Background: an optimization exercise with open tools, aiming at a short achievable clock period and few clock cycles per item. Do not read the settings as production practice.
Only simulation tests tie the RTL to the original design; equivalence was not proved.
The clock cells of this run come from the design's own scripts or RTL, not from TritonCTS.
The flow treats the clock pin as an ideal source. Dropping or thinning the clock tree relies on that and would not hold on a real chip.
Power is estimated from default activity; no workload was simulated.

$ cat design.v
`timescale 1ns/100ps
package dll_tx_pkg;
  typedef logic [31:0] dword_t;
  typedef logic [3:0]  keep_t;
  typedef logic [11:0] seq_num_t;
  typedef logic [7:0]  hdr_credit_t;
  typedef logic [11:0] data_credit_t;
  typedef logic [9:0]  tlp_len_t;
  typedef logic [31:0] crc_t;
  typedef enum logic [2:0] {
    CC_NONE,
    CC_P_HDR,
    CC_P_DATA,
    CC_NP_HDR,
    CC_NP_DATA,
    CC_CPL_HDR,
    CC_CPL_DATA
  } credit_class_e;
  localparam logic [7:0] TK_MRD    = 8'h00;
  localparam logic [7:0] TK_MWR    = 8'h40;
  localparam logic [7:0] TK_IORD   = 8'h02;
  localparam logic [7:0] TK_IOWR   = 8'h42;
  localparam logic [7:0] TK_CFGRD0 = 8'h04;
  localparam logic [7:0] TK_CFGWR0 = 8'h44;
  localparam logic [7:0] TK_MSG    = 8'h30;
  localparam logic [7:0] TK_MSGD   = 8'h70;
  localparam logic [7:0] TK_CPL    = 8'h0A;
  localparam logic [7:0] TK_CPLD   = 8'h4A;
  localparam int DW_PER_DATA_CREDIT = 4;
  localparam crc_t CRC_POLY = 32'hEDB88320;
endpackage
`timescale 1ns/100ps
module stream_skid_buffer
#(
  parameter int W = 33
) (
  input  logic         clk_i,
  input  logic         rst_i,
  input  logic [W-1:0] up_data,
  input  logic         up_valid,
  output logic         up_ready,
  output logic [W-1:0] dn_data,
  output logic         dn_valid,
  input  logic         dn_ready
);
  logic [W-1:0] main_data_q, skid_data_q;
  logic         main_valid_q, skid_valid_q;
  logic         ready_q, busy_q;
  logic         up_fire;
  logic         dn_free;
  logic         skid_valid_d;
  assign up_fire = up_valid && !busy_q;
  assign dn_free = !main_valid_q || dn_ready;
  assign skid_valid_d = dn_free ? 1'b0 : (skid_valid_q || up_fire);
  always_ff @(posedge clk_i) begin
    if (rst_i) begin
      main_valid_q <= 1'b0;
      skid_valid_q <= 1'b0;
      ready_q      <= 1'b0;
      busy_q       <= 1'b1;
    end else begin
      if (dn_free) begin
        main_valid_q <= skid_valid_q || up_fire;
      end
      skid_valid_q <= skid_valid_d;
      ready_q      <= !skid_valid_d;
      busy_q       <= skid_valid_d;
    end
  end
  always_ff @(posedge clk_i) begin
    if (dn_free) begin
      main_data_q <= skid_valid_q ? skid_data_q : up_data;
    end
    if (!skid_valid_q) begin
      skid_data_q <= up_data;
    end
  end
  assign up_ready = ready_q;
  assign dn_data  = main_data_q;
  assign dn_valid = main_valid_q;
endmodule
module stream_out_buffer
#(
  parameter int W = 34
) (
  input  logic         clk_i,
  input  logic         rst_i,
  input  logic [W-1:0] up_data,
  input  logic         up_valid,
  output logic         up_ready,
  output logic [W-1:0] dn_data,
  output logic         dn_valid,
  input  logic         dn_ready
);
  logic [W-1:0] main_data_q, hold_data_q, skid_data_q, next_data;
  logic         main_valid_q, hold_empty_q, skid_valid_q, next_valid;
  logic         ready_q, busy_q;
  logic         up_fire;
  logic         dn_free;
  logic         skid_valid_d;
  assign up_fire = up_valid && !busy_q;
  assign dn_free = hold_empty_q || dn_ready;
  assign skid_valid_d = dn_free ? 1'b0 : (skid_valid_q || up_fire);
  assign next_data  = skid_valid_q ? skid_data_q : up_data;
  assign next_valid = skid_valid_q || up_fire;
  always_ff @(posedge clk_i) begin
    if (rst_i) begin
      main_valid_q <= 1'b0;
      hold_empty_q <= 1'b1;
      skid_valid_q <= 1'b0;
      ready_q      <= 1'b0;
      busy_q       <= 1'b1;
    end else begin
      main_valid_q <= dn_free ? next_valid : !hold_empty_q;
      hold_empty_q <= dn_free ? !next_valid : hold_empty_q;
      skid_valid_q <= skid_valid_d;
      ready_q      <= !skid_valid_d;
      busy_q       <= skid_valid_d;
    end
  end
  always_ff @(posedge clk_i) begin
    main_data_q <= dn_free ? next_data : hold_data_q;
    hold_data_q <= (dn_free && !skid_valid_q) ? up_data : (dn_free ? skid_data_q : hold_data_q);
    if (!skid_valid_q) begin
      skid_data_q <= up_data;
    end
  end
  assign up_ready = ready_q;
  assign dn_data  = main_data_q;
  assign dn_valid = main_valid_q;
endmodule
`timescale 1ns/100ps
module fc_credit_gate
(
  input  logic         clk_i,
  input  logic         rst_i,
  input  logic         update_fc_i,
  input  dll_tx_pkg::hdr_credit_t  fc_ph_i,
  input  dll_tx_pkg::hdr_credit_t  fc_nph_i,
  input  dll_tx_pkg::hdr_credit_t  fc_cplh_i,
  input  dll_tx_pkg::data_credit_t fc_pd_i,
  input  dll_tx_pkg::data_credit_t fc_npd_i,
  input  dll_tx_pkg::data_credit_t fc_cpld_i,
  input  dll_tx_pkg::dword_t       hdr_dw0_i,   
  input  logic         take_i,      
  output logic         room_o       
);
  dll_tx_pkg::hdr_credit_t  hlim_q [3];
  dll_tx_pkg::hdr_credit_t  hused_q[3];
  dll_tx_pkg::data_credit_t dlim_q [3];
  dll_tx_pkg::data_credit_t dused_q[3];
  dll_tx_pkg::data_credit_t dsum_q [3];
  logic [6:0]               dlo_q  [3];         
  logic [5:0]               dhi0_q [3], dhi1_q[3];  
  dll_tx_pkg::data_credit_t dav    [3];
  logic                     room_q, rst_q, take_q;
  logic [1:0]               gap_q;
  logic                     gap_ok;
  logic [2:0]               hneed_q, dneed_q;    
  logic                     one_q;               
  logic [7:0]               dreq_q;
  logic [2:0]               hok_q, cmp_q, nz_q;
  logic [7:0]               kind;
  logic [7:0]               len_credits;
  logic [2:0]               hneed, dneed;
  logic                     one;
  logic [5:0]               ok;
  function automatic dll_tx_pkg::data_credit_t add12(dll_tx_pkg::data_credit_t a,
                                                    dll_tx_pkg::data_credit_t b, logic cin);
    logic [11:0] g, p, gn, pn;
    logic [12:0] c;
    g = a & b;
    p = a ^ b;
    for (int d = 1; d < 12; d = d * 2) begin
      gn = g;
      pn = p;
      for (int i = d; i < 12; i++) begin
        gn[i] = g[i] | (p[i] & g[i - d]);
        pn[i] = p[i] & p[i - d];
      end
      g = gn;
      p = pn;
    end
    c[0] = cin;
    for (int i = 0; i < 12; i++) begin
      c[i + 1] = g[i] | (p[i] & cin);
    end
    add12 = a ^ b ^ c[11:0];
  endfunction
  assign kind        = hdr_dw0_i[7:0];
  assign len_credits = {hdr_dw0_i[17:16], hdr_dw0_i[31:26]};
  always_comb begin
    hneed = 3'b000;
    dneed = 3'b000;
    unique case (kind)
      dll_tx_pkg::TK_MRD, dll_tx_pkg::TK_IORD, dll_tx_pkg::TK_CFGRD0: hneed = 3'b010;
      dll_tx_pkg::TK_IOWR, dll_tx_pkg::TK_CFGWR0: begin hneed = 3'b010; dneed = 3'b010; end
      dll_tx_pkg::TK_MWR, dll_tx_pkg::TK_MSGD:    begin hneed = 3'b001; dneed = 3'b001; end
      dll_tx_pkg::TK_MSG:                         hneed = 3'b001;
      dll_tx_pkg::TK_CPL:                         hneed = 3'b100;
      dll_tx_pkg::TK_CPLD:                        begin hneed = 3'b100; dneed = 3'b100; end
      default: ;
    endcase
    one = dneed[1] || len_credits == '0;
  end
  always_comb begin
    for (int c = 0; c < 3; c++) begin
      dav[c] = {dlo_q[c][6] ? dhi1_q[c] : dhi0_q[c], dlo_q[c][5:0]};
    end
  end
  always_ff @(posedge clk_i) begin
    hneed_q <= hneed;
    dneed_q <= dneed;
    one_q   <= one;
    dreq_q  <= one ? 8'd1 : len_credits;
    for (int c = 0; c < 3; c++) begin
      hok_q[c] <= hlim_q[c] != hused_q[c];
      cmp_q[c] <= (dav[c][11:8] != '0) || (dav[c][7:0] >= len_credits);
      nz_q[c]  <= dav[c] != '0;
    end
  end
  always_comb begin
    for (int c = 0; c < 3; c++) begin
      ok[c]     = !hneed_q[c] || hok_q[c];
      ok[3 + c] = !dneed_q[c] || (one_q ? nz_q[c] : cmp_q[c]);
    end
  end
  assign gap_ok = gap_q == 2'd3;
  always_ff @(posedge clk_i) begin
    rst_q  <= rst_i;
    take_q <= take_i;
    room_q <= (&ok) && gap_ok && !take_i;
  end
  always_ff @(posedge clk_i) begin
    if (rst_i) begin
      gap_q <= 2'd0;
    end else if (take_i) begin
      gap_q <= 2'd0;
    end else if (!gap_ok) begin
      gap_q <= gap_q + 2'd1;
    end
  end
  always_ff @(posedge clk_i) begin
    if (update_fc_i) begin
      hlim_q[0] <= fc_ph_i;
      hlim_q[1] <= fc_nph_i;
      hlim_q[2] <= fc_cplh_i;
      dlim_q[0] <= fc_pd_i;
      dlim_q[1] <= fc_npd_i;
      dlim_q[2] <= fc_cpld_i;
    end else if (rst_q) begin
      for (int c = 0; c < 3; c++) begin
        hlim_q[c] <= '0;
        dlim_q[c] <= '0;
      end
    end
    for (int c = 0; c < 3; c++) begin
      if (rst_q) begin
        hused_q[c] <= '0;
        dused_q[c] <= '0;
      end else begin
        if (take_q && hneed_q[c]) hused_q[c] <= hused_q[c] + dll_tx_pkg::hdr_credit_t'(1);
        if (take_q && dneed_q[c]) dused_q[c] <= dsum_q[c];
      end
      dsum_q[c] <= add12(dused_q[c], {4'h0, dreq_q}, 1'b0);
      dlo_q[c]  <= {1'b0, dlim_q[c][5:0]} + {1'b0, ~dused_q[c][5:0]} + 7'd1;
      dhi0_q[c] <= dlim_q[c][11:6] + ~dused_q[c][11:6];
      dhi1_q[c] <= dlim_q[c][11:6] + ~dused_q[c][11:6] + 6'd1;
    end
  end
  assign room_o = room_q;
endmodule
`timescale 1ns/100ps
module lcrc_dword_term
(
  input  dll_tx_pkg::dword_t d_i,
  output dll_tx_pkg::crc_t   p_o,
  output dll_tx_pkg::crc_t   q_o
);
  assign p_o[0] = d_i[1] ^ d_i[4] ^ d_i[11] ^ d_i[12] ^ d_i[13] ^ d_i[15];
  assign p_o[1] = d_i[0] ^ d_i[2] ^ d_i[3] ^ d_i[4] ^ d_i[5] ^ d_i[9] ^ d_i[10] ^ d_i[11] ^ d_i[15];
  assign p_o[2] = d_i[2] ^ d_i[5] ^ d_i[8] ^ d_i[11] ^ d_i[12] ^ d_i[13];
  assign p_o[3] = d_i[4] ^ d_i[5] ^ d_i[7] ^ d_i[9] ^ d_i[11] ^ d_i[12] ^ d_i[14] ^ d_i[15];
  assign p_o[4] = d_i[0] ^ d_i[1] ^ d_i[3] ^ d_i[4] ^ d_i[6] ^ d_i[7] ^ d_i[11] ^ d_i[12] ^ d_i[14] ^ d_i[15];
  assign p_o[5] = d_i[0] ^ d_i[1] ^ d_i[3] ^ d_i[4] ^ d_i[5] ^ d_i[7] ^ d_i[9] ^ d_i[11];
  assign p_o[6] = d_i[0] ^ d_i[2] ^ d_i[3] ^ d_i[4] ^ d_i[5] ^ d_i[6] ^ d_i[7] ^ d_i[11] ^ d_i[12] ^ d_i[13];
  assign p_o[7] = d_i[1] ^ d_i[7] ^ d_i[8] ^ d_i[12] ^ d_i[13] ^ d_i[15];
  assign p_o[8] = d_i[1] ^ d_i[3] ^ d_i[4] ^ d_i[13] ^ d_i[14];
  assign p_o[9] = d_i[3] ^ d_i[5] ^ d_i[6] ^ d_i[7] ^ d_i[8] ^ d_i[9] ^ d_i[15];
  assign p_o[10] = d_i[0] ^ d_i[1] ^ d_i[3] ^ d_i[4] ^ d_i[12] ^ d_i[13] ^ d_i[14];
  assign p_o[11] = d_i[0] ^ d_i[9] ^ d_i[13];
  assign p_o[12] = d_i[0] ^ d_i[1] ^ d_i[3] ^ d_i[8] ^ d_i[13] ^ d_i[14] ^ d_i[15];
  assign p_o[13] = d_i[0] ^ d_i[2] ^ d_i[6] ^ d_i[8] ^ d_i[15];
  assign p_o[14] = d_i[1] ^ d_i[3] ^ d_i[6] ^ d_i[7] ^ d_i[9] ^ d_i[11] ^ d_i[15];
  assign p_o[15] = d_i[0] ^ d_i[1] ^ d_i[2] ^ d_i[3] ^ d_i[4] ^ d_i[5] ^ d_i[8] ^ d_i[13] ^ d_i[14] ^ d_i[15];
  assign p_o[16] = d_i[0] ^ d_i[1] ^ d_i[2] ^ d_i[3] ^ d_i[5] ^ d_i[6] ^ d_i[7] ^ d_i[11] ^ d_i[13] ^ d_i[14];
  assign p_o[17] = d_i[2] ^ d_i[8] ^ d_i[12] ^ d_i[13];
  assign p_o[18] = d_i[0] ^ d_i[3] ^ d_i[7] ^ d_i[9] ^ d_i[14];
  assign p_o[19] = d_i[1] ^ d_i[2] ^ d_i[3] ^ d_i[4] ^ d_i[6] ^ d_i[9] ^ d_i[12] ^ d_i[13] ^ d_i[14] ^ d_i[15];
  assign p_o[20] = d_i[3] ^ d_i[6] ^ d_i[7] ^ d_i[8] ^ d_i[9] ^ d_i[12] ^ d_i[13] ^ d_i[15];
  assign p_o[21] = d_i[0] ^ d_i[1] ^ d_i[3] ^ d_i[4] ^ d_i[12] ^ d_i[13] ^ d_i[15];
  assign p_o[22] = d_i[0] ^ d_i[1] ^ d_i[2] ^ d_i[4] ^ d_i[7] ^ d_i[8] ^ d_i[11] ^ d_i[13] ^ d_i[15];
  assign p_o[23] = d_i[2] ^ d_i[3] ^ d_i[4] ^ d_i[5] ^ d_i[7] ^ d_i[8] ^ d_i[9] ^ d_i[12] ^ d_i[14] ^ d_i[15];
  assign p_o[24] = d_i[1] ^ d_i[3] ^ d_i[4] ^ d_i[7] ^ d_i[13] ^ d_i[14] ^ d_i[15];
  assign p_o[25] = d_i[2] ^ d_i[3] ^ d_i[5] ^ d_i[8] ^ d_i[9] ^ d_i[11] ^ d_i[13];
  assign p_o[26] = d_i[0] ^ d_i[2] ^ d_i[3] ^ d_i[5] ^ d_i[7] ^ d_i[9] ^ d_i[11] ^ d_i[14] ^ d_i[15];
  assign p_o[27] = d_i[0] ^ d_i[1] ^ d_i[3] ^ d_i[5] ^ d_i[6] ^ d_i[11] ^ d_i[15];
  assign p_o[28] = d_i[2] ^ d_i[3] ^ d_i[4] ^ d_i[5] ^ d_i[7] ^ d_i[8] ^ d_i[13] ^ d_i[14] ^ d_i[15];
  assign p_o[29] = d_i[1] ^ d_i[3] ^ d_i[4] ^ d_i[5] ^ d_i[6] ^ d_i[7] ^ d_i[8] ^ d_i[11] ^ d_i[12] ^ d_i[13];
  assign p_o[30] = d_i[8] ^ d_i[12] ^ d_i[13] ^ d_i[14] ^ d_i[15];
  assign p_o[31] = d_i[1] ^ d_i[4] ^ d_i[5] ^ d_i[6] ^ d_i[8] ^ d_i[11] ^ d_i[12] ^ d_i[13];
  assign q_o[0] = d_i[24] ^ d_i[26] ^ d_i[28] ^ d_i[30];
  assign q_o[1] = d_i[16] ^ d_i[20] ^ d_i[21] ^ d_i[24] ^ d_i[26] ^ d_i[31];
  assign q_o[2] = d_i[18] ^ d_i[19] ^ d_i[20] ^ d_i[21] ^ d_i[22] ^ d_i[25] ^ d_i[27] ^ d_i[28] ^ d_i[29];
  assign q_o[3] = d_i[16] ^ d_i[17] ^ d_i[19] ^ d_i[21] ^ d_i[24] ^ d_i[25] ^ d_i[27] ^ d_i[30];
  assign q_o[4] = d_i[16] ^ d_i[18] ^ d_i[23] ^ d_i[24] ^ d_i[31];
  assign q_o[5] = d_i[17] ^ d_i[18] ^ d_i[19] ^ d_i[26] ^ d_i[30];
  assign q_o[6] = d_i[16] ^ d_i[18] ^ d_i[20] ^ d_i[23] ^ d_i[24] ^ d_i[25] ^ d_i[27] ^ d_i[30];
  assign q_o[7] = d_i[16] ^ d_i[18] ^ d_i[19] ^ d_i[20] ^ d_i[22] ^ d_i[23] ^ d_i[24] ^ d_i[27] ^ d_i[28] ^ d_i[29];
  assign q_o[8] = d_i[21] ^ d_i[22] ^ d_i[23] ^ d_i[26] ^ d_i[27] ^ d_i[28];
  assign q_o[9] = d_i[16] ^ d_i[17] ^ d_i[18] ^ d_i[23] ^ d_i[26] ^ d_i[27] ^ d_i[28] ^ d_i[29] ^ d_i[30] ^ d_i[31];
  assign q_o[10] = d_i[17] ^ d_i[19] ^ d_i[20] ^ d_i[25] ^ d_i[26] ^ d_i[27] ^ d_i[30];
  assign q_o[11] = d_i[17] ^ d_i[18] ^ d_i[21] ^ d_i[22] ^ d_i[25] ^ d_i[27] ^ d_i[31];
  assign q_o[12] = d_i[17] ^ d_i[19] ^ d_i[21] ^ d_i[23] ^ d_i[24] ^ d_i[25] ^ d_i[30];
  assign q_o[13] = d_i[16] ^ d_i[17] ^ d_i[19] ^ d_i[20] ^ d_i[22] ^ d_i[24] ^ d_i[29];
  assign q_o[14] = d_i[19] ^ d_i[20] ^ d_i[22] ^ d_i[23] ^ d_i[25] ^ d_i[26] ^ d_i[27] ^ d_i[28] ^ d_i[29] ^ d_i[30] ^ d_i[31];
  assign q_o[15] = d_i[16] ^ d_i[18] ^ d_i[19] ^ d_i[20] ^ d_i[21] ^ d_i[22] ^ d_i[23] ^ d_i[24] ^ d_i[28] ^ d_i[29] ^ d_i[30] ^ d_i[31];
  assign q_o[16] = d_i[16] ^ d_i[17] ^ d_i[18] ^ d_i[21] ^ d_i[22] ^ d_i[24] ^ d_i[27] ^ d_i[30];
  assign q_o[17] = d_i[27] ^ d_i[28] ^ d_i[29] ^ d_i[31];
  assign q_o[18] = d_i[16] ^ d_i[18] ^ d_i[19] ^ d_i[20] ^ d_i[21] ^ d_i[22] ^ d_i[24] ^ d_i[26] ^ d_i[28] ^ d_i[29] ^ d_i[30] ^ d_i[31];
  assign q_o[19] = d_i[16] ^ d_i[21] ^ d_i[23] ^ d_i[24] ^ d_i[27] ^ d_i[28] ^ d_i[30];
  assign q_o[20] = d_i[18] ^ d_i[20] ^ d_i[26] ^ d_i[29] ^ d_i[30] ^ d_i[31];
  assign q_o[21] = d_i[16] ^ d_i[18] ^ d_i[19] ^ d_i[20] ^ d_i[23] ^ d_i[25] ^ d_i[26] ^ d_i[27] ^ d_i[28] ^ d_i[30];
  assign q_o[22] = d_i[17] ^ d_i[18] ^ d_i[21] ^ d_i[27] ^ d_i[29] ^ d_i[31];
  assign q_o[23] = d_i[16] ^ d_i[18] ^ d_i[21] ^ d_i[22] ^ d_i[23] ^ d_i[24] ^ d_i[25] ^ d_i[27] ^ d_i[28] ^ d_i[29];
  assign q_o[24] = d_i[18] ^ d_i[20] ^ d_i[21] ^ d_i[22] ^ d_i[23] ^ d_i[24] ^ d_i[27] ^ d_i[28];
  assign q_o[25] = d_i[16] ^ d_i[18] ^ d_i[21] ^ d_i[22] ^ d_i[23] ^ d_i[24];
  assign q_o[26] = d_i[17] ^ d_i[18] ^ d_i[19] ^ d_i[21] ^ d_i[22] ^ d_i[25] ^ d_i[26] ^ d_i[27] ^ d_i[28] ^ d_i[29] ^ d_i[30] ^ d_i[31];
  assign q_o[27] = d_i[17] ^ d_i[21] ^ d_i[22] ^ d_i[23] ^ d_i[24] ^ d_i[26] ^ d_i[27] ^ d_i[28] ^ d_i[29] ^ d_i[31];
  assign q_o[28] = d_i[16] ^ d_i[17] ^ d_i[20] ^ d_i[21] ^ d_i[23] ^ d_i[24] ^ d_i[25] ^ d_i[26] ^ d_i[31];
  assign q_o[29] = d_i[16] ^ d_i[18] ^ d_i[19] ^ d_i[20] ^ d_i[23] ^ d_i[24] ^ d_i[26] ^ d_i[27] ^ d_i[31];
  assign q_o[30] = d_i[19] ^ d_i[20] ^ d_i[22] ^ d_i[25] ^ d_i[31];
  assign q_o[31] = d_i[17] ^ d_i[18] ^ d_i[19] ^ d_i[20] ^ d_i[21] ^ d_i[22] ^ d_i[25] ^ d_i[27] ^ d_i[29];
endmodule
module lcrc_seq_term
(
  input  dll_tx_pkg::seq_num_t seq_i,
  output dll_tx_pkg::crc_t     y0_o
);
  assign y0_o[0] = 1'b1 ^ seq_i[1] ^ seq_i[3] ^ seq_i[5] ^ seq_i[9] ^ seq_i[10] ^ seq_i[11];
  assign y0_o[1] = seq_i[0] ^ seq_i[1] ^ seq_i[2] ^ seq_i[3] ^ seq_i[4] ^ seq_i[5] ^ seq_i[6] ^ seq_i[9] ^ seq_i[10] ^ seq_i[11];
  assign y0_o[2] = 1'b1 ^ seq_i[0] ^ seq_i[1] ^ seq_i[2] ^ seq_i[3] ^ seq_i[5] ^ seq_i[7] ^ seq_i[8] ^ seq_i[9] ^ seq_i[10] ^ seq_i[11];
  assign y0_o[3] = 1'b1 ^ seq_i[1] ^ seq_i[3] ^ seq_i[4] ^ seq_i[5] ^ seq_i[10] ^ seq_i[11];
  assign y0_o[4] = 1'b1 ^ seq_i[0] ^ seq_i[5] ^ seq_i[6] ^ seq_i[8] ^ seq_i[10];
  assign y0_o[5] = seq_i[0] ^ seq_i[1] ^ seq_i[3] ^ seq_i[5] ^ seq_i[7] ^ seq_i[8] ^ seq_i[9] ^ seq_i[11];
  assign y0_o[6] = 1'b1 ^ seq_i[2] ^ seq_i[6] ^ seq_i[9] ^ seq_i[10] ^ seq_i[11];
  assign y0_o[7] = 1'b1 ^ seq_i[0] ^ seq_i[5] ^ seq_i[6] ^ seq_i[8] ^ seq_i[9] ^ seq_i[11];
  assign y0_o[8] = seq_i[0] ^ seq_i[1] ^ seq_i[4] ^ seq_i[8] ^ seq_i[9];
  assign y0_o[9] = 1'b1 ^ seq_i[2] ^ seq_i[3] ^ seq_i[4];
  assign y0_o[10] = seq_i[1] ^ seq_i[2] ^ seq_i[4] ^ seq_i[6] ^ seq_i[7] ^ seq_i[8] ^ seq_i[11];
  assign y0_o[11] = 1'b1 ^ seq_i[2] ^ seq_i[5] ^ seq_i[6] ^ seq_i[10];
  assign y0_o[12] = 1'b1 ^ seq_i[5] ^ seq_i[7] ^ seq_i[11];
  assign y0_o[13] = seq_i[0] ^ seq_i[1] ^ seq_i[6] ^ seq_i[9] ^ seq_i[11];
  assign y0_o[14] = seq_i[0] ^ seq_i[5] ^ seq_i[8] ^ seq_i[9] ^ seq_i[11];
  assign y0_o[15] = 1'b1 ^ seq_i[1] ^ seq_i[2] ^ seq_i[3] ^ seq_i[4] ^ seq_i[5] ^ seq_i[6] ^ seq_i[7] ^ seq_i[11];
  assign y0_o[16] = 1'b1 ^ seq_i[0] ^ seq_i[1] ^ seq_i[3] ^ seq_i[4] ^ seq_i[6] ^ seq_i[7] ^ seq_i[8] ^ seq_i[9];
  assign y0_o[17] = seq_i[0] ^ seq_i[3] ^ seq_i[6] ^ seq_i[8] ^ seq_i[9] ^ seq_i[10];
  assign y0_o[18] = 1'b1 ^ seq_i[3] ^ seq_i[4] ^ seq_i[5] ^ seq_i[7];
  assign y0_o[19] = seq_i[0] ^ seq_i[2] ^ seq_i[4] ^ seq_i[5] ^ seq_i[6] ^ seq_i[7] ^ seq_i[8] ^ seq_i[10] ^ seq_i[11];
  assign y0_o[20] = 1'b1 ^ seq_i[0] ^ seq_i[3] ^ seq_i[4] ^ seq_i[6] ^ seq_i[8];
  assign y0_o[21] = 1'b1 ^ seq_i[2] ^ seq_i[5] ^ seq_i[6] ^ seq_i[7] ^ seq_i[10];
  assign y0_o[22] = seq_i[2] ^ seq_i[4] ^ seq_i[5] ^ seq_i[6] ^ seq_i[8] ^ seq_i[9];
  assign y0_o[23] = 1'b1 ^ seq_i[1] ^ seq_i[7] ^ seq_i[11];
  assign y0_o[24] = 1'b1 ^ seq_i[0] ^ seq_i[1] ^ seq_i[3] ^ seq_i[4] ^ seq_i[5] ^ seq_i[8] ^ seq_i[10];
  assign y0_o[25] = 1'b1 ^ seq_i[0] ^ seq_i[3] ^ seq_i[4] ^ seq_i[10];
  assign y0_o[26] = seq_i[0] ^ seq_i[1] ^ seq_i[3] ^ seq_i[5] ^ seq_i[8] ^ seq_i[9] ^ seq_i[11];
  assign y0_o[27] = 1'b1 ^ seq_i[1] ^ seq_i[2] ^ seq_i[3] ^ seq_i[4] ^ seq_i[5] ^ seq_i[6] ^ seq_i[7] ^ seq_i[9] ^ seq_i[10] ^ seq_i[11];
  assign y0_o[28] = 1'b1 ^ seq_i[0] ^ seq_i[2] ^ seq_i[3] ^ seq_i[4] ^ seq_i[5] ^ seq_i[7] ^ seq_i[9];
  assign y0_o[29] = 1'b1 ^ seq_i[0] ^ seq_i[1] ^ seq_i[2] ^ seq_i[7] ^ seq_i[8] ^ seq_i[9];
  assign y0_o[30] = seq_i[0] ^ seq_i[2] ^ seq_i[3] ^ seq_i[7] ^ seq_i[8] ^ seq_i[10] ^ seq_i[11];
  assign y0_o[31] = 1'b1 ^ seq_i[1] ^ seq_i[7] ^ seq_i[11];
endmodule
module lcrc_step
(
  input  dll_tx_pkg::crc_t y_i,
  output dll_tx_pkg::crc_t cy_o
);
  assign cy_o[0] = y_i[31];
  assign cy_o[1] = y_i[0] ^ y_i[31];
  assign cy_o[2] = y_i[1] ^ y_i[31];
  assign cy_o[3] = y_i[2];
  assign cy_o[4] = y_i[3] ^ y_i[31];
  assign cy_o[5] = y_i[4] ^ y_i[31];
  assign cy_o[6] = y_i[5];
  assign cy_o[7] = y_i[6] ^ y_i[31];
  assign cy_o[8] = y_i[7] ^ y_i[31];
  assign cy_o[9] = y_i[8];
  assign cy_o[10] = y_i[9] ^ y_i[31];
  assign cy_o[11] = y_i[10] ^ y_i[31];
  assign cy_o[12] = y_i[11] ^ y_i[31];
  assign cy_o[13] = y_i[12];
  assign cy_o[14] = y_i[13];
  assign cy_o[15] = y_i[14];
  assign cy_o[16] = y_i[15] ^ y_i[31];
  assign cy_o[17] = y_i[16];
  assign cy_o[18] = y_i[17];
  assign cy_o[19] = y_i[18];
  assign cy_o[20] = y_i[19];
  assign cy_o[21] = y_i[20];
  assign cy_o[22] = y_i[21] ^ y_i[31];
  assign cy_o[23] = y_i[22] ^ y_i[31];
  assign cy_o[24] = y_i[23];
  assign cy_o[25] = y_i[24];
  assign cy_o[26] = y_i[25] ^ y_i[31];
  assign cy_o[27] = y_i[26];
  assign cy_o[28] = y_i[27];
  assign cy_o[29] = y_i[28];
  assign cy_o[30] = y_i[29];
  assign cy_o[31] = y_i[30];
endmodule
module lcrc_out
(
  input  dll_tx_pkg::crc_t y_i,
  output dll_tx_pkg::crc_t lcrc_o
);
  assign lcrc_o[0] = ~(y_i[2] ^ y_i[4] ^ y_i[6] ^ y_i[7] ^ y_i[10] ^ y_i[11] ^ y_i[12] ^ y_i[15] ^ y_i[16] ^ y_i[17] ^ y_i[20] ^ y_i[22] ^ y_i[24] ^ y_i[27] ^ y_i[28] ^ y_i[29] ^ y_i[30] ^ y_i[31]);
  assign lcrc_o[1] = ~(y_i[2] ^ y_i[3] ^ y_i[4] ^ y_i[5] ^ y_i[6] ^ y_i[9] ^ y_i[13] ^ y_i[17] ^ y_i[18] ^ y_i[19] ^ y_i[22] ^ y_i[23] ^ y_i[25] ^ y_i[28] ^ y_i[31]);
  assign lcrc_o[2] = ~(y_i[1] ^ y_i[7] ^ y_i[8] ^ y_i[10] ^ y_i[11] ^ y_i[12] ^ y_i[13] ^ y_i[15] ^ y_i[19] ^ y_i[20] ^ y_i[26] ^ y_i[29] ^ y_i[31]);
  assign lcrc_o[3] = ~(y_i[1] ^ y_i[11] ^ y_i[13] ^ y_i[21] ^ y_i[23] ^ y_i[25] ^ y_i[26] ^ y_i[27] ^ y_i[28] ^ y_i[30] ^ y_i[31]);
  assign lcrc_o[4] = ~(y_i[1] ^ y_i[2] ^ y_i[6] ^ y_i[12] ^ y_i[16] ^ y_i[19] ^ y_i[21] ^ y_i[22] ^ y_i[24] ^ y_i[28] ^ y_i[30]);
  assign lcrc_o[5] = ~(y_i[4] ^ y_i[5] ^ y_i[9] ^ y_i[10] ^ y_i[11] ^ y_i[16] ^ y_i[17] ^ y_i[18] ^ y_i[19] ^ y_i[21] ^ y_i[23] ^ y_i[24] ^ y_i[26] ^ y_i[27] ^ y_i[28] ^ y_i[30]);
  assign lcrc_o[6] = ~(y_i[1] ^ y_i[4] ^ y_i[5] ^ y_i[7] ^ y_i[8] ^ y_i[10] ^ y_i[12] ^ y_i[13] ^ y_i[14] ^ y_i[19] ^ y_i[21] ^ y_i[23] ^ y_i[24] ^ y_i[28] ^ y_i[29] ^ y_i[30] ^ y_i[31]);
  assign lcrc_o[7] = ~(y_i[1] ^ y_i[3] ^ y_i[5] ^ y_i[6] ^ y_i[9] ^ y_i[10] ^ y_i[11] ^ y_i[12] ^ y_i[13] ^ y_i[15] ^ y_i[17] ^ y_i[19] ^ y_i[21] ^ y_i[23] ^ y_i[24] ^ y_i[25] ^ y_i[27] ^ y_i[31]);
  assign lcrc_o[8] = ~(y_i[3] ^ y_i[4] ^ y_i[5] ^ y_i[6] ^ y_i[7] ^ y_i[8] ^ y_i[9] ^ y_i[11] ^ y_i[12] ^ y_i[15] ^ y_i[16] ^ y_i[17] ^ y_i[18] ^ y_i[20] ^ y_i[21] ^ y_i[22] ^ y_i[25] ^ y_i[26] ^ y_i[29] ^ y_i[30]);
  assign lcrc_o[9] = ~(y_i[3] ^ y_i[7] ^ y_i[8] ^ y_i[9] ^ y_i[12] ^ y_i[13] ^ y_i[17] ^ y_i[18] ^ y_i[19] ^ y_i[20] ^ y_i[21] ^ y_i[22] ^ y_i[23] ^ y_i[25] ^ y_i[26] ^ y_i[27] ^ y_i[29] ^ y_i[30]);
  assign lcrc_o[10] = ~(y_i[0] ^ y_i[2] ^ y_i[4] ^ y_i[5] ^ y_i[11] ^ y_i[14] ^ y_i[16] ^ y_i[18] ^ y_i[26] ^ y_i[27] ^ y_i[29] ^ y_i[30] ^ y_i[31]);
  assign lcrc_o[11] = ~(y_i[1] ^ y_i[5] ^ y_i[7] ^ y_i[10] ^ y_i[11] ^ y_i[12] ^ y_i[14] ^ y_i[16] ^ y_i[17] ^ y_i[20] ^ y_i[22] ^ y_i[25] ^ y_i[27] ^ y_i[28] ^ y_i[29] ^ y_i[30]);
  assign lcrc_o[12] = ~(y_i[3] ^ y_i[9] ^ y_i[11] ^ y_i[15] ^ y_i[17] ^ y_i[18] ^ y_i[19] ^ y_i[20] ^ y_i[21] ^ y_i[22] ^ y_i[26] ^ y_i[29] ^ y_i[30] ^ y_i[31]);
  assign lcrc_o[13] = ~(y_i[1] ^ y_i[2] ^ y_i[3] ^ y_i[4] ^ y_i[6] ^ y_i[7] ^ y_i[8] ^ y_i[10] ^ y_i[12] ^ y_i[16] ^ y_i[18] ^ y_i[22] ^ y_i[23] ^ y_i[27] ^ y_i[29] ^ y_i[31]);
  assign lcrc_o[14] = ~(y_i[3] ^ y_i[4] ^ y_i[7] ^ y_i[9] ^ y_i[11] ^ y_i[13] ^ y_i[14] ^ y_i[18] ^ y_i[20] ^ y_i[21] ^ y_i[22] ^ y_i[26] ^ y_i[28] ^ y_i[30]);
  assign lcrc_o[15] = ~(y_i[1] ^ y_i[6] ^ y_i[8] ^ y_i[11] ^ y_i[13] ^ y_i[14] ^ y_i[16] ^ y_i[17] ^ y_i[20] ^ y_i[22] ^ y_i[23] ^ y_i[29]);
  assign lcrc_o[16] = ~(y_i[1] ^ y_i[2] ^ y_i[3] ^ y_i[7] ^ y_i[8] ^ y_i[10] ^ y_i[12] ^ y_i[13] ^ y_i[15] ^ y_i[18] ^ y_i[19] ^ y_i[21] ^ y_i[22] ^ y_i[23] ^ y_i[24] ^ y_i[26] ^ y_i[27] ^ y_i[31]);
  assign lcrc_o[17] = ~(y_i[2] ^ y_i[8] ^ y_i[9] ^ y_i[11] ^ y_i[14] ^ y_i[21] ^ y_i[22] ^ y_i[23] ^ y_i[25] ^ y_i[26] ^ y_i[29] ^ y_i[31]);
  assign lcrc_o[18] = ~(y_i[2] ^ y_i[4] ^ y_i[6] ^ y_i[8] ^ y_i[10] ^ y_i[11] ^ y_i[12] ^ y_i[14] ^ y_i[16] ^ y_i[17] ^ y_i[18] ^ y_i[20] ^ y_i[21] ^ y_i[22] ^ y_i[23] ^ y_i[25] ^ y_i[26] ^ y_i[27] ^ y_i[29]);
  assign lcrc_o[19] = ~(y_i[1] ^ y_i[2] ^ y_i[3] ^ y_i[4] ^ y_i[5] ^ y_i[6] ^ y_i[8] ^ y_i[9] ^ y_i[11] ^ y_i[13] ^ y_i[14] ^ y_i[16] ^ y_i[19] ^ y_i[21] ^ y_i[24] ^ y_i[26] ^ y_i[28] ^ y_i[29] ^ y_i[30]);
  assign lcrc_o[20] = ~(y_i[3] ^ y_i[4] ^ y_i[6] ^ y_i[8] ^ y_i[9] ^ y_i[10] ^ y_i[11] ^ y_i[12] ^ y_i[13] ^ y_i[16] ^ y_i[17] ^ y_i[19] ^ y_i[20] ^ y_i[21] ^ y_i[24] ^ y_i[25] ^ y_i[27] ^ y_i[30] ^ y_i[31]);
  assign lcrc_o[21] = ~(y_i[4] ^ y_i[5] ^ y_i[11] ^ y_i[16] ^ y_i[21] ^ y_i[22] ^ y_i[24] ^ y_i[25] ^ y_i[26] ^ y_i[28] ^ y_i[29] ^ y_i[30] ^ y_i[31]);
  assign lcrc_o[22] = ~(y_i[2] ^ y_i[3] ^ y_i[4] ^ y_i[5] ^ y_i[6] ^ y_i[7] ^ y_i[10] ^ y_i[15] ^ y_i[21] ^ y_i[22] ^ y_i[24] ^ y_i[25] ^ y_i[26] ^ y_i[28] ^ y_i[30]);
  assign lcrc_o[23] = ~(y_i[3] ^ y_i[8] ^ y_i[9] ^ y_i[12] ^ y_i[16] ^ y_i[17] ^ y_i[19] ^ y_i[20] ^ y_i[21] ^ y_i[23] ^ y_i[24]);
  assign lcrc_o[24] = ~(y_i[1] ^ y_i[5] ^ y_i[7] ^ y_i[8] ^ y_i[10] ^ y_i[11] ^ y_i[16] ^ y_i[19] ^ y_i[21] ^ y_i[23] ^ y_i[25] ^ y_i[26] ^ y_i[27] ^ y_i[28] ^ y_i[29] ^ y_i[30] ^ y_i[31]);
  assign lcrc_o[25] = ~(y_i[1] ^ y_i[4] ^ y_i[8] ^ y_i[11] ^ y_i[12] ^ y_i[13] ^ y_i[15] ^ y_i[18] ^ y_i[19] ^ y_i[22] ^ y_i[23] ^ y_i[24] ^ y_i[25] ^ y_i[26] ^ y_i[27] ^ y_i[28] ^ y_i[29]);
  assign lcrc_o[26] = ~(y_i[1] ^ y_i[2] ^ y_i[11] ^ y_i[12] ^ y_i[13] ^ y_i[15] ^ y_i[18] ^ y_i[19] ^ y_i[20] ^ y_i[23] ^ y_i[28] ^ y_i[29]);
  assign lcrc_o[27] = ~(y_i[4] ^ y_i[5] ^ y_i[8] ^ y_i[9] ^ y_i[12] ^ y_i[13] ^ y_i[14] ^ y_i[15] ^ y_i[16] ^ y_i[17] ^ y_i[18] ^ y_i[21] ^ y_i[22]);
  assign lcrc_o[28] = ~(y_i[2] ^ y_i[3] ^ y_i[8] ^ y_i[12] ^ y_i[13] ^ y_i[15] ^ y_i[16] ^ y_i[17] ^ y_i[18] ^ y_i[20] ^ y_i[21] ^ y_i[22] ^ y_i[23] ^ y_i[28] ^ y_i[29] ^ y_i[30] ^ y_i[31]);
  assign lcrc_o[29] = ~(y_i[2] ^ y_i[3] ^ y_i[5] ^ y_i[7] ^ y_i[8] ^ y_i[10] ^ y_i[12] ^ y_i[15] ^ y_i[20] ^ y_i[23] ^ y_i[25] ^ y_i[26] ^ y_i[28] ^ y_i[30] ^ y_i[31]);
  assign lcrc_o[30] = ~(y_i[2] ^ y_i[5] ^ y_i[7] ^ y_i[10] ^ y_i[11] ^ y_i[12] ^ y_i[15] ^ y_i[17] ^ y_i[18] ^ y_i[19] ^ y_i[20] ^ y_i[22] ^ y_i[24] ^ y_i[25] ^ y_i[27] ^ y_i[29] ^ y_i[30]);
  assign lcrc_o[31] = ~(y_i[2] ^ y_i[3] ^ y_i[4] ^ y_i[5] ^ y_i[9] ^ y_i[10] ^ y_i[11] ^ y_i[13] ^ y_i[14] ^ y_i[16] ^ y_i[18] ^ y_i[20] ^ y_i[22] ^ y_i[23] ^ y_i[27] ^ y_i[29] ^ y_i[31]);
endmodule
`timescale 1ns/100ps
module tlp_framer
#(
  parameter dll_tx_pkg::seq_num_t SEQ_INIT = '0
) (
  input  logic      clk_i,
  input  logic      rst_i,
  input  dll_tx_pkg::dword_t    in_data,
  input  logic      in_valid,
  input  logic      in_last,
  output logic      in_ready,
  output dll_tx_pkg::dword_t    out_data,
  output logic      out_valid,
  output logic      out_last,
  input  logic      out_ready,
  output dll_tx_pkg::dword_t    hdr_dw0_o,
  output logic      take_o,
  input  logic      room_i
);
  logic               adv, consume, take, emit, hdr_go;
  logic               st_lo_q, st_hi_q;      
  logic               first_q;               
  logic               fresh_q, fresh2_q;     
  dll_tx_pkg::seq_num_t seq_q;
  logic [15:0]        carry_q;
  dll_tx_pkg::dword_t word;
  dll_tx_pkg::dword_t p1_data_q, p2_data_q;
  logic               p1_valid_q, p1_lo_q, p1_hi_q;
  logic               p2_valid_q, p2_lo_q, p2_hi_q;
  dll_tx_pkg::crc_t   p_d, q_d, p_q, q_q;
  logic               pq_valid_q, pq_first_q;
  dll_tx_pkg::crc_t   y_q, cy, y0_d, y0_q, lcrc_d, lcrc_q;
  assign adv      = out_ready;
  assign hdr_go   = room_i && !fresh_q && !fresh2_q;
  assign consume  = adv && !st_lo_q && !st_hi_q && in_valid && (!first_q || hdr_go);
  assign take     = consume && first_q;
  assign emit     = consume || st_lo_q || st_hi_q;
  assign in_ready = consume;
  assign take_o   = take;
  always_comb begin
    if (st_lo_q) begin
      word = {16'h0, carry_q};
    end else if (st_hi_q) begin
      word = '0;
    end else if (first_q) begin
      word = {in_data[15:0], seq_q[7:0], 4'h0, seq_q[11:8]};
    end else begin
      word = {in_data[15:0], carry_q};
    end
  end
  always_ff @(posedge clk_i) begin
    if (rst_i) begin
      st_lo_q    <= 1'b0;
      st_hi_q    <= 1'b0;
      first_q    <= 1'b1;
      fresh_q    <= 1'b1;
      fresh2_q   <= 1'b1;
      seq_q      <= SEQ_INIT;
      p1_valid_q <= 1'b0;
      p2_valid_q <= 1'b0;
      pq_valid_q <= 1'b0;
    end else begin
      fresh_q  <= consume || !in_valid;
      fresh2_q <= fresh_q;
      if (consume) begin
        first_q <= in_last;
      end
      if (adv) begin
        st_lo_q    <= consume && in_last;
        st_hi_q    <= st_lo_q;
        p1_valid_q <= emit;
        p2_valid_q <= p1_valid_q;
        pq_valid_q <= consume;
        if (pq_valid_q && pq_first_q) begin
          seq_q <= seq_q + dll_tx_pkg::seq_num_t'(1);
        end
      end
    end
  end
  lcrc_dword_term lcrc_dword_term_i (
    .d_i (in_data),
    .p_o (p_d),
    .q_o (q_d)
  );
  lcrc_seq_term lcrc_seq_term_i (
    .seq_i (seq_q),
    .y0_o  (y0_d)
  );
  lcrc_step lcrc_step_i (
    .y_i  (y_q),
    .cy_o (cy)
  );
  lcrc_out lcrc_out_i (
    .y_i    (y_q),
    .lcrc_o (lcrc_d)
  );
  always_ff @(posedge clk_i) begin
    y0_q <= y0_d;
    lcrc_q <= lcrc_d;
    if (consume) begin
      carry_q <= in_data[31:16];
    end
    if (adv) begin
      p1_data_q  <= word;
      p1_lo_q    <= st_lo_q;
      p1_hi_q    <= st_hi_q;
      p2_data_q  <= p1_data_q;
      p2_lo_q    <= p1_lo_q;
      p2_hi_q    <= p1_hi_q;
      p_q        <= p_d;
      q_q        <= q_d;
      pq_first_q <= first_q;
      if (pq_valid_q) begin
        y_q <= (pq_first_q ? y0_q : cy) ^ p_q ^ q_q;
      end
    end
  end
  assign out_valid = p2_valid_q;
  assign out_last  = p2_hi_q;
  assign out_data  = p2_lo_q ? {lcrc_q[15:0], p2_data_q[15:0]} :
                     p2_hi_q ? {16'h0, lcrc_q[31:16]} : p2_data_q;
  assign hdr_dw0_o = in_data;
endmodule
`timescale 1ns/100ps
module dll_tx_top
#(
  parameter dll_tx_pkg::seq_num_t SEQ_INIT = '0
) (
  input  logic         clk_i,
  input  logic         rst_i,
  input  dll_tx_pkg::dword_t       s_tdata_i,
  input  logic         s_tvalid_i,
  input  logic         s_tlast_i,
  output logic         s_tready_o,
  output dll_tx_pkg::dword_t       m_tdata_o,
  output dll_tx_pkg::keep_t        m_tkeep_o,
  output logic         m_tvalid_o,
  output logic         m_tlast_o,
  input  logic         m_tready_i,
  output dll_tx_pkg::seq_num_t     seq_num_o,
  input  logic         update_fc_i,
  input  dll_tx_pkg::hdr_credit_t  fc_ph_i,
  input  dll_tx_pkg::hdr_credit_t  fc_nph_i,
  input  dll_tx_pkg::hdr_credit_t  fc_cplh_i,
  input  dll_tx_pkg::data_credit_t fc_pd_i,
  input  dll_tx_pkg::data_credit_t fc_npd_i,
  input  dll_tx_pkg::data_credit_t fc_cpld_i
);
  dll_tx_pkg::dword_t in_data,  out_data;
  logic   in_valid, out_valid;
  logic   in_last,  out_last;
  logic   in_ready, out_ready;
  logic   m_khi2, m_khi3;
  dll_tx_pkg::dword_t hdr_dw0;
  logic   take, room;
  dll_tx_pkg::seq_num_t oseq_q, oseq_hold_n_q;
  logic   oseq_inc;
  stream_skid_buffer #(.W(33)) in_buf_i (
    .clk_i    (clk_i),
    .rst_i    (rst_i),
    .up_data  ({s_tlast_i, s_tdata_i}),
    .up_valid (s_tvalid_i),
    .up_ready (s_tready_o),
    .dn_data  ({in_last, in_data}),
    .dn_valid (in_valid),
    .dn_ready (in_ready)
  );
  tlp_framer #(.SEQ_INIT(SEQ_INIT)) tlp_framer_i (
    .clk_i     (clk_i),
    .rst_i     (rst_i),
    .in_data   (in_data),
    .in_valid  (in_valid),
    .in_last   (in_last),
    .in_ready  (in_ready),
    .out_data  (out_data),
    .out_valid (out_valid),
    .out_last  (out_last),
    .out_ready (out_ready),
    .hdr_dw0_o (hdr_dw0),
    .take_o    (take),
    .room_i    (room)
  );
  fc_credit_gate fc_credit_gate_i (
    .clk_i       (clk_i),
    .rst_i       (rst_i),
    .update_fc_i (update_fc_i),
    .fc_ph_i     (fc_ph_i),
    .fc_nph_i    (fc_nph_i),
    .fc_cplh_i   (fc_cplh_i),
    .fc_pd_i     (fc_pd_i),
    .fc_npd_i    (fc_npd_i),
    .fc_cpld_i   (fc_cpld_i),
    .hdr_dw0_i   (hdr_dw0),
    .take_i      (take),
    .room_o      (room)
  );
  stream_out_buffer #(.W(35)) out_buf_i (
    .clk_i    (clk_i),
    .rst_i    (rst_i),
    .up_data  ({!out_last, !out_last, out_last, out_data}),
    .up_valid (out_valid),
    .up_ready (out_ready),
    .dn_data  ({m_khi3, m_khi2, m_tlast_o, m_tdata_o}),
    .dn_valid (m_tvalid_o),
    .dn_ready (m_tready_i)
  );
  assign m_tkeep_o = {m_khi3, m_khi2, 2'b11};
  assign oseq_inc = out_valid && out_ready && out_last;
  always_ff @(posedge clk_i) begin
    if (rst_i) begin
      oseq_q        <= SEQ_INIT;
      oseq_hold_n_q <= ~SEQ_INIT;
    end else begin
      oseq_q        <= ~oseq_hold_n_q + dll_tx_pkg::seq_num_t'(oseq_inc);
      oseq_hold_n_q <= oseq_hold_n_q - dll_tx_pkg::seq_num_t'(oseq_inc);
    end
  end
  assign seq_num_o = oseq_q;
endmodule
$ cat flow/run.sh
#!/bin/bash
# Standard ORFS layout (the standard.sh), with the clock tree rebuilt
# right after CTS by clock_tree.tcl (hooked in as POST_CTS_TCL): the clock
# port drives four root buffers, each root drives eight leaf buffers, and
# each leaf drives an equal, compact group of flip-flops. Everything else,
# synthesis included, is the standard flow.
set -euo pipefail
work=$(pwd)
export POST_CTS_TCL="$work/flow/clock_tree.tcl"
bash standard.sh > "$work/standard_flow.log" 2>&1
$ cat flow/clock_tree.tcl

set clk_roots 4
set clk_leaves 8

proc ct_tree_sinks_and_cells {net} {
  set sinks {}; set cells {}; set nets {}
  set todo [list $net]
  while {[llength $todo]} {
    set n [lindex $todo 0]; set todo [lrange $todo 1 end]
    foreach it [$n getITerms] {
      if {[$it getIoType] ne "INPUT"} continue
      set inst [$it getInst]
      set m [[$inst getMaster] getName]
      if {[regexp {^sky130_fd_sc_hd__(clkbuf|clkinv|inv|bufinv|buf_|clkdlybuf)} $m]} {
        lappend cells $inst
        foreach ot [$inst getITerms] {
          if {[$ot getIoType] eq "OUTPUT" && [$ot getNet] ne "NULL"} {
            lappend nets [$ot getNet]
            lappend todo [$ot getNet]
          }
        }
      } else {
        lappend sinks $it
      }
    }
  }
  return [list $sinks $cells $nets]
}

# items: list of {x y payload}; returns K groups (K a power of 2)
proc ct_bisect {items K} {
  if {$K <= 1} { return [list $items] }
  set xs [lsort -integer -index 0 $items]
  set ys [lsort -integer -index 1 $items]
  set dx [expr {[lindex $xs end 0] - [lindex $xs 0 0]}]
  set dy [expr {[lindex $ys end 1] - [lindex $ys 0 1]}]
  set s [expr {$dx >= $dy ? $xs : $ys}]
  set h [expr {[llength $s] / 2}]
  set k [expr {$K / 2}]
  return [concat [ct_bisect [lrange $s 0 [expr {$h - 1}]] $k] [ct_bisect [lrange $s $h end] $k]]
}

proc ct_centroid {items} {
  set x 0.0; set y 0.0
  foreach i $items { set x [expr {$x + [lindex $i 0]}]; set y [expr {$y + [lindex $i 1]}] }
  set n [llength $items]
  return [list [expr {int($x / $n)}] [expr {int($y / $n)}]]
}

proc ct_buffer {name x y in out} {
  set block [ord::get_db_block]
  set bm [[ord::get_db] findMaster sky130_fd_sc_hd__clkbuf_16]
  set b [odb::dbInst_create $block $bm $name]
  $b setLocation $x $y
  $b setPlacementStatus PLACED
  [$b findITerm A] connect $in
  [$b findITerm X] connect $out
  return $b
}

proc ct_net {name} {
  set n [odb::dbNet_create [ord::get_db_block] $name]
  $n setSigType CLOCK
  return $n
}

proc ct_build {M L} {
  set block [ord::get_db_block]
  set clk [[$block findBTerm clk_i] getNet]
  lassign [ct_tree_sinks_and_cells $clk] sinks cells nets
  foreach it $sinks { $it disconnect }
  foreach c $cells {
    foreach it [$c getITerms] { if {[$it getNet] ne "NULL"} { $it disconnect } }
    odb::dbInst_destroy $c
  }
  foreach n $nets { odb::dbNet_destroy $n }
  set items {}
  foreach it $sinks {
    set b [[$it getInst] getBBox]
    lappend items [list [expr {([$b xMin] + [$b xMax]) / 2}] [expr {([$b yMin] + [$b yMax]) / 2}] $it]
  }
  set sizes {}
  set m 0
  foreach grp [ct_bisect $items $M] {
    set leaves [ct_bisect $grp $L]
    set pts {}
    foreach lf $leaves { lappend pts [ct_centroid $lf] }
    lassign [ct_centroid $pts] mx my
    set rnet [ct_net clknet_root_$m]
    ct_buffer clkbuf_root_$m $mx $my $clk $rnet
    set l 0
    foreach lf $leaves {
      lassign [ct_centroid $lf] cx cy
      set lnet [ct_net clknet_leaf_${m}_$l]
      ct_buffer clkbuf_leaf_${m}_$l $cx $cy $rnet $lnet
      foreach i $lf { [lindex $i 2] connect $lnet }
      lappend sizes [llength $lf]
      incr l
    }
    incr m
  }
  puts "clock_tree.tcl: $M roots x $L leaves, [llength $sinks] sinks, leaf sizes [lsort -integer -unique $sizes], replaced [llength $cells] tree cells"
}

ct_build $clk_roots $clk_leaves
detailed_placement
estimate_parasitics -placement
report_clock_latency
repair_timing_helper
detailed_placement
check_placement -verbose
estimate_parasitics -placement
report_clock_latency
report_worst_slack -max
report_worst_slack -min
$ cat standard.sh
#!/bin/bash
# synth_recipe.tcl (not shown) runs the flow's synth.tcl, then flattens the netlist and writes it again
# the make line also repeats each setting of config.mk as NAME=value (left out here)
make -C /OpenROAD-flow-scripts/flow DESIGN_CONFIG=/design/flow/config.mk WORK_HOME=/design/flow/orfs CLKGATE_MAP_FILE= SYNTH_SCRIPT=/design/flow/synth_recipe.tcl "${@:-finish}"
$ cat config.mk
export PLATFORM = sky130hd
export DESIGN_NAME = dll_tx_top
export DESIGN_NICKNAME = dll_tx_top
export VERILOG_FILES = /design/flow/design.v
export SDC_FILE = /design/flow/constraint.sdc
export NUM_CORES = 4
export LEC_CHECK = 0
export CAP_MARGIN = 20
export CORE_MARGIN = 2
export CORE_UTILIZATION = 40
export PLACE_DENSITY = 0.6
export SETUP_SLACK_MARGIN = 3.6
export SLEW_MARGIN = 20
$ cat constraint.sdc
create_clock -name core_clock -period 5.5 [get_ports {clk_i}]
set_input_delay 1.1000 -clock core_clock [delete_from_list [all_inputs] [get_ports {clk_i}]]
set_output_delay 1.1000 -clock core_clock [all_outputs]
set_load 0.01 [all_outputs]
==> out/qor.log <==
INFO  outcome        status=no timing/DRC/antenna violations
INFO  floorplan      initial_core_util=40.5%
INFO  clocking       clkLatencyLatePin=0.40ns
INFO  floorplan      core=80500um^2
INFO  logic_synthesis synthCells=2659
INFO  routing        detail_route.wirelength.met1=32500um
INFO  timing         worst-slew-pin-transition=0.674ns
INFO  routing        final_antenna_net_count=0
INFO  cells_and_area area_delta_synth_final=21.4%
INFO  hold_path      class_of_the_tightest_hold_or_removal_check=register to register
INFO  cells_and_area nNetsFinal=3160
INFO  floorplan      num_io_pins=149
INFO  placement      placedInstanceArea=35000um^2
INFO  global_route   via_count_of_the_first_global_routing_pass=19599
INFO  hold_path      min-delay-start=fc_credit_gate_i.dsum_q[2][5]$_DFF_P_
INFO  cells_and_area antenna_cells_inserted=0
INFO  routing        drt_first_iter_violations=873
INFO  logic_synthesis synth_top_cell_area_share=28.5%
INFO  cells_and_area mostFrequentLayoutCells=sky130_fd_sc_hd__xnor2_1, sky130_fd_sc_hd__dfxtp_1, sky130_fd_sc_hd__edfxtp_1
INFO  cells_and_area fin_area=39600um^2
INFO  placement      pre_cts_slack=2.46ns
INFO  timing         number_of_setup_violations_in_the_final_report=0
INFO  clocking       clkSinkCount=710
INFO  global_route   grt_max_degree=74
INFO  timing         max_slew_margin=55.0%
INFO  logic_synthesis ys_seq_elements=710
INFO  logic_synthesis syn_area=32600um^2
INFO  floorplan      cell_rows=104
INFO  global_route   grt_antenna_before_repair=4
INFO  logic_synthesis synth_enable_flop_cells=309
INFO  floorplan      die-area=83800um^2
INFO  critical_path  worstReg2RegStart=fc_credit_gate_i.dreq_q[0]$_SDFF_PP1_
INFO  floorplan      floorplan.die.width=289um
INFO  routing        post_drt_wl_per_cell=19.2um
INFO  placement      dpl.hpwl=53000um
INFO  routing        met2_wire_len=38700um
INFO  logic_synthesis avgSynthCellArea=12.3um^2
INFO  timing         timing.final.hold_violations=0
INFO  routing        dr.max_layer_used=met5
INFO  critical_path  worst_setup_path_start_kind=register
INFO  logic_synthesis synth_top_flop_cell=sky130_fd_sc_hd__dfxtp_1
INFO  clocking       cts.reportedPaths.clkPinSlew=0.09ns
INFO  critical_path  timing_startpoint_of_the_critical_path=fc_credit_gate_i.dreq_q[0]$_SDFF_PP1_
INFO  timing         final_max_slew_viol_count=0
INFO  critical_path  largest_fanout_on_the_critical_path=3
INFO  global_route   grtUsageTotal=18.0%
INFO  global_route   global_route.overflow_total=0
INFO  critical_path  cp.required=5.77ns
INFO  routing        drt-total-wl=77200um
INFO  timing         setup-tns-final=0ns
INFO  cells_and_area fillCellCount=6968
INFO  power_and_ir_drop p_leak=15.4nW
INFO  routing        metal3_wl=3120um
INFO  power_and_ir_drop power-per-cell-area=284nW/um^2
INFO  logic_synthesis synth_area_leader_cell=sky130_fd_sc_hd__edfxtp_1
INFO  run            cap_violations=0
INFO  routing        vias=19170
INFO  timing         setup_repair_after_global_routing_missed_its_margin=true
INFO  timing         final_min_period_over_clock_period=36.8%
INFO  logic_synthesis async_reset_ff_share=0%
INFO  routing        dr.pass1.iters=5
INFO  logic_synthesis synth.yosys.seq_area_share=53.1%
INFO  logic_synthesis synth.top_cells.by_area=sky130_fd_sc_hd__edfxtp_1, sky130_fd_sc_hd__dfxtp_1, sky130_fd_sc_hd__xnor2_1
INFO  logic_synthesis ys_warn_count=14
INFO  critical_path  critPathCaptureType=register
INFO  placement      portBuffers=146
INFO  cells_and_area most_common_cell_after_layout_fill_and_taps_aside=sky130_fd_sc_hd__xnor2_1
INFO  global_route   grt_first_pass_wirelength=115000um
INFO  power_and_ir_drop finalPower=11.3mW
INFO  logic_synthesis synth_cell_types=55
INFO  cells_and_area post_route_cells_drive_above_1_share=26.7%
INFO  critical_path  worst-endpoint-arrival=2.30ns
INFO  timing         min_period=2.02ns
INFO  routing        post-route-drc-count=0
INFO  critical_path  worstSetupPathType=register to register
INFO  power_and_ir_drop vdd.ir_drop.worst=166uV
INFO  timing         clock-skew-final=0.0438ns
INFO  timing         post-route-worst-setup-slack=3.48ns
INFO  timing         timing.fmax=0.494GHz
INFO  routing        post_drt_via_cell_ratio=4.78
INFO  placement      gpl.final_weighted_congestion=0.856
INFO  floorplan      chipHeight=289um
-- kinds of logic after synthesis --
family / count (synthesis) / synth area share, %
fa+ha+maj: 111 / 4.47
xor+xnor: 711 / 20.8
other cells: 1 / 0.0115
flops: 710 / 53.1
compound gates: 222 / 4.30
buf+inv: 254 / 3.61
mux: 185 / 6.63
simple gates: 465 / 7.04
-- final timing paths --
check,end,slack [ns],depth (start not counted)
worst max-delay path,fc_credit_gate_i.dsum_q[1][10]$_DFF_P_,3.48,9
worst min-delay path,fc_credit_gate_i.dused_q[2][5]$_SDFFE_PP0P_,0.42,2
worst max register to register,fc_credit_gate_i.dsum_q[1][10]$_DFF_P_,3.48,9
worst min register to register,fc_credit_gate_i.dused_q[2][5]$_SDFFE_PP0P_,0.42,2
-- routing by layer --
metal | global-route usage, % | vias up
li1 | - | 9406
met1 | 22.5 | 9257
met2 | 31.7 | 375
met3 | 2.70 | 124
met4 | 6.20 | 8
met5 | 0 | -
-- synth_stat cells, drive strengths merged, types with 14 or more instances --
master and n:
a21o 27, a21oi 81, a22o 15, and2 83
buf 83, clkbuf 51, dfxtp 401, edfxtp 309
ha 102, inv 120, mux2 156, mux2i 29
nand2 149, nand2b 29, nand3 42, nor2 85
nor2b 14, nor3 15, o21ai 49, xnor2 513
xor2 198
-- registers in the layout, indices dropped and copies added, names as in the netlist, 33 cells and up --
signal / flops
fc_credit_gate_i.dused_q: 36
in_buf_i.skid_data_q: 33
out_buf_i.skid_data_q: 35
in_buf_i.main_data_q: 33
out_buf_i.main_data_q: 35
out_buf_i.hold_data_q: 35
fc_credit_gate_i.dsum_q: 36
fc_credit_gate_i.dlim_q: 36
-- worst max-delay path: stages (launching register included) --
cell and delay, ns:
sky130_fd_sc_hd__dfxtp_4 0.41, sky130_fd_sc_hd__ha_4 0.16, sky130_fd_sc_hd__inv_4 0.03, sky130_fd_sc_hd__fa_2 0.37, sky130_fd_sc_hd__nor2b_2 0.13, sky130_fd_sc_hd__o21ai_1 0.07
sky130_fd_sc_hd__nand2b_1 0.16, sky130_fd_sc_hd__a311oi_4 0.13, sky130_fd_sc_hd__a221oi_2 0.34, sky130_fd_sc_hd__xnor2_1 0.12
-- per-stage QoR --
stage	instances	util (%)	hold WS, ns
global placement	3741	43.5	0.404
global route	4009	49.1	0.433
finish	4009	49.1	0.419
floorplan	2660	-	0.400
detailed placement	3741	43.5	0.405
-- report_power, final --
part	internal, mW	switching (mW)
clock	1.18	1.55
sequential	6.10	0.242
combinational	1.11	1.08
-- final cells by class --
type,instances,area (um^2),area share [%]
buffer,36,901,2.28
inverter,120,463,1.17
multi-input combinational,1703,15800,39.9
timing repair buffer,380,3710,9.36
tap,1060,1330,3.35
sequential,710,17400,43.9
Testbench counts, summed over its fixed seeds: cycles 21,868, items 2,400.

[re-timing with driven ports]
In the flow no input, the clock included, has a driving cell. The finished layout below was timed again as built, in two steps. Step 1 (the two cells are an assumption about what drives the block):
set clk [get_ports {clk_i}]
set_driving_cell -lib_cell sky130_fd_sc_hd__clkbuf_16 $clk
set_driving_cell -lib_cell sky130_fd_sc_hd__buf_2 [delete_from_list [all_inputs] $clk]
Step 2 also shifts input and output timing later by t, the mid clock arrival at the registers, as if the neighbouring blocks saw the same clock. Slacks: ideal ports / drivers / drivers and shift; pairs: ideal ports / drivers.
t, ns: 0.507
setup slack, ns: 3.477 / 3.430 / 3.079
cell pins on the clock port's net: 4
After both steps setup and hold are still met in this run. The setup slack of this run moves by -0.047 ns with the drivers and by -0.398 ns with both steps.
